What follows belongs to an exercise in optimizing a design on an open flow for small area and a short achievable clock period; a production flow would make more cautious choices.
In this exercise RTL edits were held to simulation tests only and were not proved equivalent to the original.
The clock port is modelled as an ideal driver; clocking choices that lean on that would not hold on a real chip.
Power figures rest on the tool's default switching activity, not on a simulated workload.

==> run Y: inputs <==
// tomasulo_core
module tomasulo_core (
	input  logic                   clk,
	input  logic                   rst_n,
	input  logic                   inst_valid,    
	input  logic [32-1:0]       inst,
	output logic                   issue_full,    
	output logic                   busy,
	output logic                   cdb_valid,
	output logic [3-1:0]      cdb_tag,
	output logic [32-1:0]       cdb_value,
	input  logic [5-1:0] reg_rd_addr,
	output logic [32-1:0]       reg_rd_data
);
	logic        d_alu, d_mul, d_imm;
	logic [2:0]  d_op;
	logic [2:0]  a_tag, b_tag;
	logic [31:0] a_val, b_val;
	logic        pending;
	logic        issue, alu_issue, mul_issue;
	logic [2:0]  rename_tag;
	inst_decode u_dec (
		.inst(inst), .is_alu(d_alu), .is_mul(d_mul), .use_imm(d_imm), .op(d_op)
	);
	logic [1:0]  a_busy, a_disp, m_busy, m_disp;
	logic [2:0]  a_op  [0:1];
	logic [2:0]  a_at  [0:1];
	logic [2:0]  a_bt  [0:1];
	logic [31:0] a_av  [0:1];
	logic [31:0] a_bv  [0:1];
	logic [2:0]  m_at  [0:1];
	logic [2:0]  m_bt  [0:1];
	logic [31:0] m_av  [0:1];
	logic [31:0] m_bv  [0:1];
	logic a_free, m_free;           
	assign a_free = a_busy[0];
	assign m_free = m_busy[0];
	assign issue_full = (d_alu & (&a_busy)) | (d_mul & (&m_busy));
	assign issue      = inst_valid & ~issue_full & (d_alu | d_mul);
	assign alu_issue  = issue & d_alu;
	assign mul_issue  = issue & d_mul;
	assign rename_tag = d_mul ? {m_free, ~m_free, ~m_free} : {1'b0, a_free, ~a_free};
	tag_regfile u_rf (
		.clk(clk), .rst_n(rst_n), .rs1(inst[19:15]), .rs2(inst[24:20]),
		.imm_sel(d_imm), .imm({{20{inst[31]}}, inst[31:20]}),
		.a_tag(a_tag), .a_val(a_val), .b_tag(b_tag), .b_val(b_val),
		.rename(issue), .rd(inst[11:7]), .rename_tag(rename_tag),
		.cdb_valid(cdb_valid), .cdb_tag(cdb_tag), .cdb_value(cdb_value),
  ...
==> module rd_dec, before the edit <==
module rd_dec (
	input  logic [4:0]  a,
	output logic [31:1] y
);
	logic [4:0] an;
	logic [3:0] lo_n;    
	logic [7:0] hi_n;    
	genvar k, j;
	generate
		for (k = 0; k < 5; k++) begin : g_inv
			c_inv u (.a(a[k]), .y(an[k]));
		end
		for (k = 0; k < 4; k++) begin : g_lo
			c_nand2 u (.a(k[1] ? a[1] : an[1]), .b(k[0] ? a[0] : an[0]), .y(lo_n[k]));
		end
		for (j = 0; j < 8; j++) begin : g_hi
			c_nand3 u (.a(j[2] ? a[4] : an[4]), .b(j[1] ? a[3] : an[3]), .c(j[0] ? a[2] : an[2]), .y(hi_n[j]));
		end
		for (k = 1; k < 32; k++) begin : g_y
			c_nor2 u (.a(lo_n[k % 4]), .b(hi_n[k / 4]), .y(y[k]));
		end
	endgenerate
endmodule
==> module tag_regfile, before the edit <==
module tag_regfile (
	input  logic        clk,
	input  logic        rst_n,
	input  logic [4:0]  rs1,
	input  logic [4:0]  rs2,
	input  logic        imm_sel,
	input  logic [31:0] imm,
	output logic [2:0]  a_tag,
	output logic [31:0] a_val,
	output logic [2:0]  b_tag,
	output logic [31:0] b_val,
	input  logic        rename,
	input  logic [4:0]  rd,
	input  logic [2:0]  rename_tag,
	input  logic        cdb_valid,
	input  logic [2:0]  cdb_tag,
	input  logic [31:0] cdb_value,
	input  logic [4:0]  rd_addr,
	output logic [31:0] rd_data,
	output logic        pending
);
	logic [2:0]  tag [1:31];
	logic [31:0] val [1:31];
	logic [31:1] match, dec1, dec2, decd, decd2, sel1, sel2, sel2m, bsel1, bsel2;
	logic [31:0] wdata;
	logic        byp1, byp2, byp2v;
	assign wdata = cdb_value & {32{rst_n}};
	always_comb begin
		pending = 1'b0;
		for (int i = 1; i < 32; i++) begin
			match[i] = cdb_valid & (tag[i] == cdb_tag);
			dec1[i]  = (rs1 == i[4:0]);
			dec2[i]  = (rs2 == i[4:0]);
			sel1[i]  = dec1[i] & ~match[i];
			sel2[i]  = dec2[i] & ~match[i];
			bsel1[i] = dec1[i] & match[i];
			bsel2[i] = dec2[i] & match[i];
			pending  = pending | (|tag[i]);
		end
	end
	rd_dec u_decd (.a(rd_addr), .y(decd));
	rd_dec u_decd2 (.a(rd_addr), .y(decd2));
	assign byp1 = |bsel1;
	assign byp2 = |bsel2;
	assign byp2v = byp2 & ~imm_sel;
	assign sel2m = sel2 & {31{~imm_sel}};
	genvar b, i;
	generate
		for (b = 0; b < 3; b++) begin : g_tag
			logic [31:1] col;
			for (i = 1; i < 32; i++) begin : g_i
				assign col[i] = tag[i][b];
			end
			rd_bit31 u_ta (.sel(sel1), .d(col), .y(a_tag[b]));
			rd_bit31 u_tb (.sel(sel2m), .d(col), .y(b_tag[b]));
		end
		for (b = 0; b < 32; b++) begin : g_val
			logic [31:1] col;
			for (i = 1; i < 32; i++) begin : g_i
				assign col[i] = val[i][b];
			end
			rd_bit32 u_va (.sel(sel1), .d(col), .xs(byp1), .xd(cdb_value[b]), .y(a_val[b]));
			rd_bit33 u_vb (.sel(sel2m), .d(col), .xs(byp2v), .xd(cdb_value[b]),
			               .ys(imm_sel), .yd(imm[b]), .y(b_val[b]));
			rd_bit31f u_vd (.sel(b < 16 ? decd : decd2), .d(col), .y(rd_data[b]));
		end
	endgenerate
	always_ff @(posedge clk) begin
		for (int i = 1; i < 32; i++) begin
			if (match[i] | ~rst_n)
				val[i] <= wdata;
			if (!rst_n)
				tag[i] <= '0;
			else if (rename && rd == i[4:0])
				tag[i] <= rename_tag;
			else if (match[i])
				tag[i] <= '0;
		end
	end
endmodule
clock: 11.0 ns
lec_check: 0
cap_margin: 20
cell_pad_in_sites_detail_placement: 1
cell_pad_in_sites_global_placement: 2
core_margin: 2
core_utilization: 35
cts_cluster_diameter: 120
cts_cluster_size: 20
place_density: 0.5
setup_slack_margin: 5
slew_margin: 20
synth_hierarchical: 1
run.sh (not shown) runs the stock make flow with config.mk's settings and CLKGATE_MAP_FILE= SYNTH_SCRIPT=/design/flow/synth_recipe.tcl, a recipe that flattens the netlist after the stock synthesis.
==> run K (differences from run Y) <==
==> flow/flow/run.sh (new file) <==
#!/bin/bash
# Own layout flow: the standard layout (standard.sh) with three changes:
#  - the port buffers are buf_2 cells instead of the default delay-buffer cells,
#  - clock tree synthesis inserts no dummy loads,
#  - after clock tree synthesis, cells whose paths keep at least DS_MARGIN ns of slack
#    are swapped for smaller cells of the same function (flow/downsize.tcl).
# Each step's output goes to a log file of its own in the work folder.
set -euo pipefail
X=(
	"BUFFER_PORTS_ARGS=-buffer_cell sky130_fd_sc_hd__buf_2"
	"CTS_ARGS=-sink_clustering_enable -repair_clock_nets -sink_clustering_size 20 -sink_clustering_max_diameter 120 -dont_use_dummy_load"
)
bash standard.sh "${X[@]}" cts > make_to_cts.log 2>&1
RESULTS=orfs/results/${FLOW_PLATFORM}/tomasulo_core/base DS_MARGIN=4.95 \
	openroad -no_init -exit flow/downsize.tcl > downsize.log 2>&1
bash standard.sh "${X[@]}" finish > make_finish.log 2>&1
==> flow/flow/downsize.tcl (new file) <==
# Swap cells for smaller ones of the same function where the path through the cell keeps
# at least DS_MARGIN ns of setup slack and the worst slack does not get worse.
# Reads and rewrites RESULTS/4_cts.odb (the clock tree synthesis result).
set results $::env(RESULTS)
read_liberty $::env(FLOW_HOME)/platforms/sky130hd/lib/sky130_fd_sc_hd__tt_025C_1v80.lib
read_db $results/4_cts.odb
read_sdc $results/4_cts.sdc
source $::env(FLOW_HOME)/platforms/sky130hd/setRC.tcl
set_propagated_clock [all_clocks]
estimate_parasitics -placement
sta::make_equiv_cells [get_libs *]
set margin $::env(DS_MARGIN)
set wns0 [sta::worst_slack_cmd max]
puts "worst slack [expr {$wns0 * 1e9}] ns, design area [expr {[rsz::design_area] * 1e12}] um2"
set n 0
set tried 0
foreach inst [get_cells *] {
	set lc [get_lib_cells -quiet -of_objects $inst]
	if {$lc eq "" || $lc eq "NULL"} continue
	set name [get_name $lc]
	if {[regexp {df|clkbuf|clkinv|tap|fill|decap|conb|dly|bufinv} $name]} continue
	if {[regexp {^clk} [get_name $inst]]} continue
	set outs [get_pins -of_objects $inst -filter "direction==output"]
	if {[llength $outs] != 1} continue
	set sl [get_property $outs slack_max]
	if {$sl eq "" || $sl < $margin + 0.05} continue
	set a0 [get_property $lc area]
	set eqs [sta::find_equiv_cells $lc]
	if {$eqs eq "NULL" || $eqs eq ""} continue
	set cands {}
	foreach e $eqs {
		if {$e eq "NULL"} continue
		set en [get_name $e]
		set ea [get_property $e area]
		if {$ea < $a0 - 0.01 && ![regexp {lp|dly|clk} $en]} { lappend cands [list $ea $e] }
	}
	foreach c [lsort -real -index 0 $cands] {
		incr tried
		replace_cell $inst [lindex $c 1]
		set op [get_pins -of_objects $inst -filter "direction==output"]
		set sl2 [get_property $op slack_max]
		set slew [get_property $op slew_max]
		if {$sl2 >= $margin && [sta::worst_slack_cmd max] >= $wns0 - 1e-12 && $slew < 1.0} {
			incr n
			break
		}
		replace_cell $inst $lc
	}
}
puts "downsized $n cells ($tried tries)"
puts "worst slack [expr {[sta::worst_slack_cmd max] * 1e9}] ns, design area [expr {[rsz::design_area] * 1e12}] um2"
write_db $results/4_cts.odb
==> flow/standard.sh (new file) <==
#!/bin/bash
# synth_recipe.tcl (not shown) runs the flow's synth.tcl, then flattens the netlist and writes it again
# the make line also repeats each setting of config.mk as NAME=value (left out here)
make -C /OpenROAD-flow-scripts/flow DESIGN_CONFIG=/design/flow/config.mk WORK_HOME=/design/flow/orfs CLKGATE_MAP_FILE= SYNTH_SCRIPT=/design/flow/synth_recipe.tcl "${@:-finish}"
--- a/flow/config.mk
+++ b/flow/config.mk
@@ -13,6 +13,6 @@
 export CTS_CLUSTER_DIAMETER = 120
 export CTS_CLUSTER_SIZE = 20
 export PLACE_DENSITY = 0.5
-export SETUP_SLACK_MARGIN = 5
+export SETUP_SLACK_MARGIN = 4.85
 export SLEW_MARGIN = 20
 export SYNTH_HIERARCHICAL = 1
removed: flow/run.sh
==> run A (differences from run Y) <==
--- a/flow/design.v
+++ b/flow/design.v
@@ -76,24 +76,9 @@
 	input  logic [4:0]  a,
 	output logic [31:1] y
 );
-	logic [4:0] an;
-	logic [3:0] lo_n;    
-	logic [7:0] hi_n;    
-	genvar k, j;
-	generate
-		for (k = 0; k < 5; k++) begin : g_inv
-			c_inv u (.a(a[k]), .y(an[k]));
-		end
-		for (k = 0; k < 4; k++) begin : g_lo
-			c_nand2 u (.a(k[1] ? a[1] : an[1]), .b(k[0] ? a[0] : an[0]), .y(lo_n[k]));
-		end
-		for (j = 0; j < 8; j++) begin : g_hi
-			c_nand3 u (.a(j[2] ? a[4] : an[4]), .b(j[1] ? a[3] : an[3]), .c(j[0] ? a[2] : an[2]), .y(hi_n[j]));
-		end
-		for (k = 1; k < 32; k++) begin : g_y
-			c_nor2 u (.a(lo_n[k % 4]), .b(hi_n[k / 4]), .y(y[k]));
-		end
-	endgenerate
+	always_comb
+		for (int i = 1; i < 32; i++)
+			y[i] = (a == i[4:0]);
 endmodule
 module rd_bit32 (
 	input  logic [31:1] sel,
@@ -165,7 +150,7 @@
 );
 	logic [2:0]  tag [1:31];
 	logic [31:0] val [1:31];
-	logic [31:1] match, dec1, dec2, decd, decd2, sel1, sel2, sel2m, bsel1, bsel2;
+	logic [31:1] match, dec1, dec2, decd, sel1, sel2, sel2m, bsel1, bsel2;
 	logic [31:0] wdata;
 	logic        byp1, byp2, byp2v;
 	assign wdata = cdb_value & {32{rst_n}};
@@ -183,7 +168,6 @@
 		end
 	end
 	rd_dec u_decd (.a(rd_addr), .y(decd));
-	rd_dec u_decd2 (.a(rd_addr), .y(decd2));
 	assign byp1 = |bsel1;
 	assign byp2 = |bsel2;
 	assign byp2v = byp2 & ~imm_sel;
@@ -206,7 +190,7 @@
 			rd_bit32 u_va (.sel(sel1), .d(col), .xs(byp1), .xd(cdb_value[b]), .y(a_val[b]));
 			rd_bit33 u_vb (.sel(sel2m), .d(col), .xs(byp2v), .xd(cdb_value[b]),
 			               .ys(imm_sel), .yd(imm[b]), .y(b_val[b]));
-			rd_bit31f u_vd (.sel(b < 16 ? decd : decd2), .d(col), .y(rd_data[b]));
+			rd_bit31f u_vd (.sel(decd), .d(col), .y(rd_data[b]));
 		end
 	endgenerate
 	always_ff @(posedge clk) begin
--- a/flow/config.mk
+++ b/flow/config.mk
@@ -10,8 +10,7 @@
 export CELL_PAD_IN_SITES_GLOBAL_PLACEMENT = 2
 export CORE_MARGIN = 2
 export CORE_UTILIZATION = 35
-export CTS_CLUSTER_DIAMETER = 120
-export CTS_CLUSTER_SIZE = 20
+export CTS_CLUSTER_DIAMETER = 60
 export PLACE_DENSITY = 0.5
 export SETUP_SLACK_MARGIN = 5
 export SLEW_MARGIN = 20
==> comparison table <==
quantity	run Y	run A	run K
Fraction of layout instances using a drive strength above 1	16.3%	17.8%	10.0%
Fmax	0.159 GHz	0.157 GHz	0.160 GHz
Final routed wire length divided by cell count	39.9 µm	42.1 µm	40.4 µm
Combinational fraction of design power	8.7%	7.0%	8.5%
Outcome	no timing/DRC/antenna violations	no timing/DRC/antenna violations	no timing/DRC/antenna violations
Count of H-tree levels built during CTS	3	4	3
Antenna violations before repair	24	23	33
Buffering overhead	5.32%	5.44%	3.77%
Dominant power group	sequential cells	clock	sequential cells
Sequential-to-total area share from yosys stat	50.4%	50.5%	50.4%
Clock latency at the later pin of the worst-skew pair	820 ps	880 ps	820 ps
Share of cell area taken by muxes after synthesis	2.11%	2.11%	2.11%
Net count after synthesis	6795	6745	6795
Proportion of netlist area held by the largest area contributor	38.7%	38.8%	38.7%

[separate check: timing with driven ports]
The flow's constraints put no driver on any port. The routed layouts listed below were extracted and timed again, unchanged, in two steps.
Step 1 (the two cells are an assumption about what drives the block):
set clk [get_ports {clk}]
set_driving_cell -lib_cell sky130_fd_sc_hd__clkbuf_16 $clk
set_driving_cell -lib_cell sky130_fd_sc_hd__buf_2 [delete_from_list [all_inputs] $clk]
Step 2, shift: input delay + t, output delay - t, t = (earliest + latest rising clock arrival at the registers) / 2. This alone moves slack from input paths to output paths.
Three values: ideal ports, drivers, drivers and shift; two values: the first two.
| run | shift t [ns] | setup slack, ns | slew at the worst register clock pin (ns) | worst data-port slew with drivers (ns) |
|---|---|---|---|---|
| run Y | 0.880 | 4.692 / 4.549 / 4.256 | 0.10 / 0.10 | 0.20 |
| run K | 0.848 | 4.766 / 4.599 / 4.172 | 0.10 / 0.10 | 0.17 |
| run A | 0.946 | 4.621 / 4.572 / 4.058 | 0.07 / 0.07 | 0.08 |
After both steps setup and hold are still met in every run listed. The setup slack of run K, which loses most, moves by -0.167 ns with the drivers and by -0.594 ns with both steps.
